What follows belongs to an exercise in optimizing a design on an open flow for small area; a production flow would make more cautious choices.
In this exercise RTL edits were held to simulation tests only and were not proved equivalent to the original.
Power and IR drop assume default switching activity.

**design/flow/config.mk**
```make
export PLATFORM = sky130hd
export DESIGN_NAME = bf_loader
export DESIGN_NICKNAME = bf_loader
export VERILOG_FILES = /design/flow/design.v
export SDC_FILE = /design/flow/constraint.sdc
export NUM_CORES = 4
export LEC_CHECK = 0
export CAP_MARGIN = 20
export CORE_MARGIN = 2
export CORE_UTILIZATION = 40
export SLEW_MARGIN = 20
```
**design/flow/constraint.sdc**
```tcl
create_clock -name core_clock -period 10.0 [get_ports {clk}]
set_input_delay 2.0000 -clock core_clock [delete_from_list [all_inputs] [get_ports {clk}]]
set_output_delay 2.0000 -clock core_clock [all_outputs]
set_load 0.01 [all_outputs]
```
**design/flow/design.v**
```verilog
`timescale 1ns/1ps
module bf_loader #(
    parameter int MAX_LEN = 255
) (
    input  logic       clk,
    input  logic       nrst,
    input  logic [7:0] h_data,
    input  logic       h_valid,
    input  logic       h_last,
    output logic       h_ready,
    output logic [7:0] p_data,
    output logic       p_valid,
    input  logic       p_ack,
    output logic       p_start,
    input  logic       p_ready,
    output logic       busy,
    output logic       err,
    output logic [1:0] err_code
);
    typedef enum logic [2:0] {
        S_CAPTURE, S_CHECK, S_WAIT_RDY, S_STREAM, S_TERM, S_START, S_RUN_WAIT, S_RUN
    } state_t;
    state_t     state_q, state_d;
    logic [7:0] ptr_q, ptr_d;
    logic [7:0] depth_q, depth_d;
    logic       toolong_q, toolong_d;
    logic       unbal_q, unbal_d;
    logic [1:0] err_code_q, err_code_d;
    logic [3*255-1:0] buf_q;
    logic [2:0]       rd_code;
    logic             buf_we;
    logic       is_cmd, bad_prog, core_xfer;
    assign bad_prog  = toolong_q || unbal_q || (depth_q != 8'd0);
    assign core_xfer = p_ack;
    always_comb begin
        case (h_data)
            8'h2B, 8'h2D, 8'h3C, 8'h3E, 8'h5B, 8'h5D, 8'h2E, 8'h2C: is_cmd = 1'b1;
            default:                                                 is_cmd = 1'b0;
        endcase
    end
    always_ff @(posedge clk) begin
        if (!nrst) begin
            state_q    <= S_CAPTURE;
            ptr_q      <= 8'd0;
            depth_q    <= 8'd0;
            toolong_q  <= 1'b0;
            unbal_q    <= 1'b0;
            err_code_q <= 2'd0;
        end else begin
            state_q    <= state_d;
            ptr_q      <= ptr_d;
            depth_q    <= depth_d;
            toolong_q  <= toolong_d;
            unbal_q    <= unbal_d;
            err_code_q <= err_code_d;
        end
    end
    always_ff @(posedge clk) begin
        if (buf_we) buf_q <= {h_data[4], h_data[1], h_data[0], buf_q[3*255-1:3]};
    end
    logic [7:0]  sel_lo;
    logic [2:0]  grp [0:31];
    always_comb begin
        sel_lo = 8'd0;
        sel_lo[ptr_q[2:0]] = 1'b1;
        for (int g = 0; g < 32; g++) begin
            grp[g] = 3'd0;
            for (int k = 0; k < 8; k++) begin
                if (8*g + k < 255) grp[g] = grp[g] | ({3{sel_lo[k]}} & buf_q[3*(8*g+k) +: 3]);
            end
        end
    end
    assign rd_code = grp[ptr_q[7:3]];
    always_comb begin
        state_d = state_q;
        case (state_q)
            S_CAPTURE:  if (h_valid && h_last) state_d = S_CHECK;
            S_CHECK:    state_d = bad_prog ? S_CAPTURE : S_WAIT_RDY;
            S_WAIT_RDY: if (p_ready) state_d = (ptr_q == 8'd0) ? S_TERM : S_STREAM;
            S_STREAM:   if (core_xfer && (ptr_q == 8'd254)) state_d = S_TERM;
            S_TERM:     if (core_xfer) state_d = S_START;
            S_START:    state_d = S_RUN_WAIT;
            S_RUN_WAIT: if (!p_ready) state_d = S_RUN;
            S_RUN:      if (p_ready) state_d = S_CAPTURE;
            default:    state_d = S_CAPTURE;
        endcase
    end
    always_comb begin
        ptr_d      = ptr_q;
        depth_d    = depth_q;
        toolong_d  = toolong_q;
        unbal_d    = unbal_q;
        err_code_d = err_code_q;
        buf_we     = 1'b0;
        case (state_q)
            S_CAPTURE: begin
                if (h_valid) begin
                    err_code_d = 2'd0;
                    if (is_cmd) begin
                        if (ptr_q != 8'd255) begin
                            buf_we = 1'b1;
                            ptr_d  = ptr_q + 8'd1;
                        end else begin
                            toolong_d = 1'b1;
                        end
                    end
                    if (h_data == 8'h5B) begin
                        depth_d = depth_q + 8'd1;
                    end else if (h_data == 8'h5D) begin
                        if (depth_q == 8'd0) unbal_d = 1'b1;
                        else                 depth_d = depth_q - 8'd1;
                    end
                end
            end
            S_CHECK: begin
                depth_d   = 8'd0;
                toolong_d = 1'b0;
                unbal_d   = 1'b0;
                if (bad_prog) begin
                    err_code_d = toolong_q ? 2'd2 : 2'd1;
                    ptr_d      = 8'd0;
                end
            end
            S_WAIT_RDY: if (p_ready) ptr_d = ~ptr_q;
            S_STREAM:   if (core_xfer) ptr_d = ptr_q + 8'd1;
            S_START:    ptr_d = 8'd0;
            default: ;
        endcase
    end
    always_comb begin
        h_ready  = 1'b0;
        p_data   = 8'h00;
        p_valid  = 1'b0;
        p_start  = 1'b0;
        busy     = 1'b0;
        err      = 1'b0;
        err_code = 2'd0;
        if (nrst) begin
            busy     = (state_q != S_CAPTURE);
            err      = |err_code_q;
            err_code = err_code_q;
            case (state_q)
                S_CAPTURE: h_ready = 1'b1;
                S_STREAM: begin
                    p_valid = 1'b1;
                    p_data  = {1'b0, rd_code[2] & rd_code[0], ~(rd_code[2] & rd_code[0]),
                               rd_code[2], 1'b1, ~(rd_code[1] & rd_code[0]),
                               rd_code[1], rd_code[0]};
                end
                S_TERM:  p_valid = 1'b1;
                S_START: p_start = 1'b1;
                S_RUN: begin
                    p_data  = h_data;
                    p_valid = h_valid && !p_ready;
                    h_ready = p_ack && !p_ready;
                end
                default: ;
            endcase
        end
    end
endmodule
```
**design/flow/run.sh**
```bash
#!/bin/bash
# synth_recipe.tcl (not shown) runs the flow's synth.tcl, then flattens the netlist and writes it again
# the make line also repeats each setting of config.mk as NAME=value (left out here)
make -C /OpenROAD-flow-scripts/flow DESIGN_CONFIG=/design/flow/config.mk WORK_HOME=/design/flow/orfs CLKGATE_MAP_FILE= SYNTH_SCRIPT=/design/flow/synth_recipe.tcl finish
```
==> impl_metrics.ini <==
[power]
power.leakage_nw = 8.64
p_sw_mw = 3.39
powerDensity_nw_per_um2 = 293
power.share.clock = 0.302
peakVddDrop_mv = 0.249
internal_power_mw = 6.68
pwr-share-seq = 0.364
p_comb_frac = 0.334
power.share.switching = 0.336

[detailed_routing]
drt_iter0_markers = 2417
antenna_left = 0
vias = 17831
via_per_inst = 6.09
drt-total-wl_um = 73400
first_pass_iters = 9
drc_errors = 0
wire_per_inst_um = 25.0

[setup_path]
startpoint_type = flip-flop
worstPathArrival_ns = 6.05
critical_path_class = flip-flop to primary output
cp_cell_sequence = inv_1 -> ha_1 -> xnor2_2 -> buf_4 -> and2_1 -> buf_4 -> a222oi_1 -> a311oi_1 -> or4_1 -> or4_1 -> or4_4 -> and3_1 -> a32o_1 -> clkdlybuf4s50_1
required_ns = 8.00
path_max_fanout = 54
crit_path_top_delay_cell = or4_4
cpPeakStageDelay_ns = 0.61
end_kind = primary output

[place]
place_congestion = 0.786
placed_area_um2 = 31800
dp_slack_ns = 2.53
hpwlAfterDp_um = 41700
place_inst = 2784
io_buffers = 28

[clock_tree]
cts-root-buf = clkbuf_16
clk_path_buf_depth = 3
cts_setup_buffers = 0
h-tree-depth = 3
cts_inserted_buffers = 81
cts_resized = 0
clkSlewWorstSetupHoldPaths_ns = 0.07
cts.sink_count = 788
ctsHoldBuffers = 0
cts_tree = done
clk_latency_ns = 0.62

[logic_synthesis]
syn_avg_cell_area_um2 = 16.3
ys_top_cells_by_area = edfxtp_1 76%, a221oi_1 2.7%, a222oi_1 2.5%, nand2_1 2.1%, a31oi_1 1.8%
synth_cell_types = 68
yosys.area_share.simple = 0.0582
synth_compound_gate_area_share = 0.128
synth_edf_count = 765
synthMuxAreaShare = 0.0157
yosys.area.top_type = edfxtp_1
yosys_most_used_dff = edfxtp_1
synth_top_family_by_area = compound AO/OA/AOI/OAI gates
syn_inst = 1869
ys_ff_latch = 788
async_reset_ff_frac = 0
yosysWarnings = 2
ys_seq_area_frac = 0.771
synth_fp_nets = 1896
netlist.area_leader.share = 0.756
synth_xor_xnor_area_share = 0.00231
netlist_area_um2 = 30400
yosys.area_share.adder = 0.00560

[global_route]
grt_use_total = 0.185
overflow = 0
grt_pass1_vias = 17706
antenna_found_initial = 2
grt_pass1_wl_um = 111000
grt_max_degree = 204

[sta]
period_share = 0.805
setup-violations-final = 0
layout_setup_ws_ns = 1.95
tightest_slew_ns = 1.26
tns_ns = 0
fmax_ghz = 0.124
finalClockSkew_ns = 0.0330
rsz0062_at_grt = false
slew-limit-headroom = 0.159
finalHoldViolCount = 0
slew_viol_final = 0
layout_min_cycle_time_ns = 8.05

[cells_and_area]
drive_above_1_share = 0.110
area_growth_pct = 13.3
fillers = 6442
final_cell_mix = 765 x edfxtp_1, 173 x nand2_1, 95 x a221oi_1
final_nets = 1916
final_cells = 2930
final_common_cell = edfxtp_1
finish.instance_area_um2 = 34400
utilization = 0.455

[run_status]
status = finished clean

[floorplan]
die_w_um = 280
core_um2 = 75600
die_h_um = 280
initial_core_util = 0.402
design.die.area_um2 = 78200
io_pins = 29
fp-row-count = 101

[run]
maxCapViolations = 0

[min_path]
hp-class = flip-flop to flip-flop
registers in the layout, indices dropped and copies added (netlist names):
signal / cells
depth_q: 8
unbal_q: 1
ptr_q: 8
buf_q: 765
state_q: 3
err_code_q: 2
toolong_q: 1
synth_stat cells, types with 28 or more instances:
cell      count
a21oi_1      47
a221oi_1     95
a222oi_1     77
a22oi_1      41
a311oi_1     28
a31oi_1      88
and3_1       40
clkbuf_1     84
edfxtp_1    765
mux2_2       37
nand2_1     173
nor2_1       69
kinds of logic after synthesis:
| logic type | Yosys count |
|---|---|
| flip-flops | 788 |
| AO/OA/AOI/OAI | 492 |
| AND/OR/NAND/NOR | 380 |
| buffers and inverters | 145 |
| multiplexers | 43 |
| adder cells (fa/ha/maj) | 13 |
| XOR/XNOR | 8 |
critical path, delay by kind of cell (launching register included):
kind | cells | cell delay, ns
DFF | 1 | 0.55
and+or+nand+nor | 5 | 2.27
adders and majority gates | 1 | 0.38
AOI/OAI and AO/OA | 3 | 0.59
xor gates and xnor gates | 1 | 0.21
buffers and inverters | 4 | 1.43
layout make-up:
cell class / count / area, um2 / area share
Multi-Input combinational cell: 936 / 6450 / 0.188
Inverter: 16 / 60.1 / 0.00174
Clock inverter: 48 / 499 / 0.0145
Antenna cell: 1 / 2.50 / 0.0000727
Tap cell: 978 / 1220 / 0.0356
Sequential cell: 788 / 23400 / 0.681
Clock buffer: 97 / 2130 / 0.0618
Timing Repair Buffer: 66 / 619 / 0.0180
metrics by stage:
stage | hold slack [ns] | power [mW]
after floorplan | 0.417 | 6.12
after global placement | 0.424 | 7.05
after detailed placement | 0.423 | 7.07
after CTS | 0.428 | 10.1
after global routing | 0.432 | 10.5
final | 0.427 | 10.1
power groups by stage:
| stage | clock, mW | combinational (mW) | sequential (mW) |
|---|---|---|---|
| 2_1_floorplan | 0 | 2.39 | 3.73 |
| 3_3_place_gp | 0 | 3.32 | 3.73 |
| 3_5_place_dp | 0 | 3.34 | 3.73 |
| 4_1_cts | 3.09 | 3.36 | 3.66 |
| 5_1_grt | 3.21 | 3.66 | 3.67 |
| 6_report | 3.04 | 3.36 | 3.67 |
layer usage:
layer / GRT usage / routed length, um
met1: 0.268 / 31800
met2: 0.279 / 33200
met3: 0.0375 / 6300
met4: 0.0644 / 2010
met5: 0 / 12
path summary, 6_finish.rpt:
path | cells past startpoint | start | to | slack [ns]
max | 14 | ptr_q[0] | p_data[6] | 1.95
min | 0 | buf_q[651] | buf_q[648] | 0.43
max reg2reg | 6 | state_q[2] | buf_q[281] | 6.31
min reg2reg | 0 | buf_q[651] | buf_q[648] | 0.43

[port drivers added, routing unchanged]
The results above use ideal ports. As a check the final layout listed here was re-extracted and re-timed, cells and wires unchanged. Step 1: set_driving_cell puts a clkbuf_16 on clk and a buf_2 on each other input, an assumption about the parent block. Step 2 also shifts input and output timing later by t, the mid clock arrival at the registers, as if the neighbouring blocks saw the same clock. Three values: no drivers, after step 1, after step 2; two values: the first two.
t, ns: 0.668
slack for setup (ns): 1.949 / 1.887 / 2.555
worst hold slack (ns): 0.427 / 0.427 / 0.427
latest minus earliest clock arrival (ns): 0.036 / 0.036
cell pins on the clock port's net: 1
After both steps setup and hold are still met in this run. The setup slack of this run moves by -0.062 ns with the drivers and by +0.606 ns with both steps.
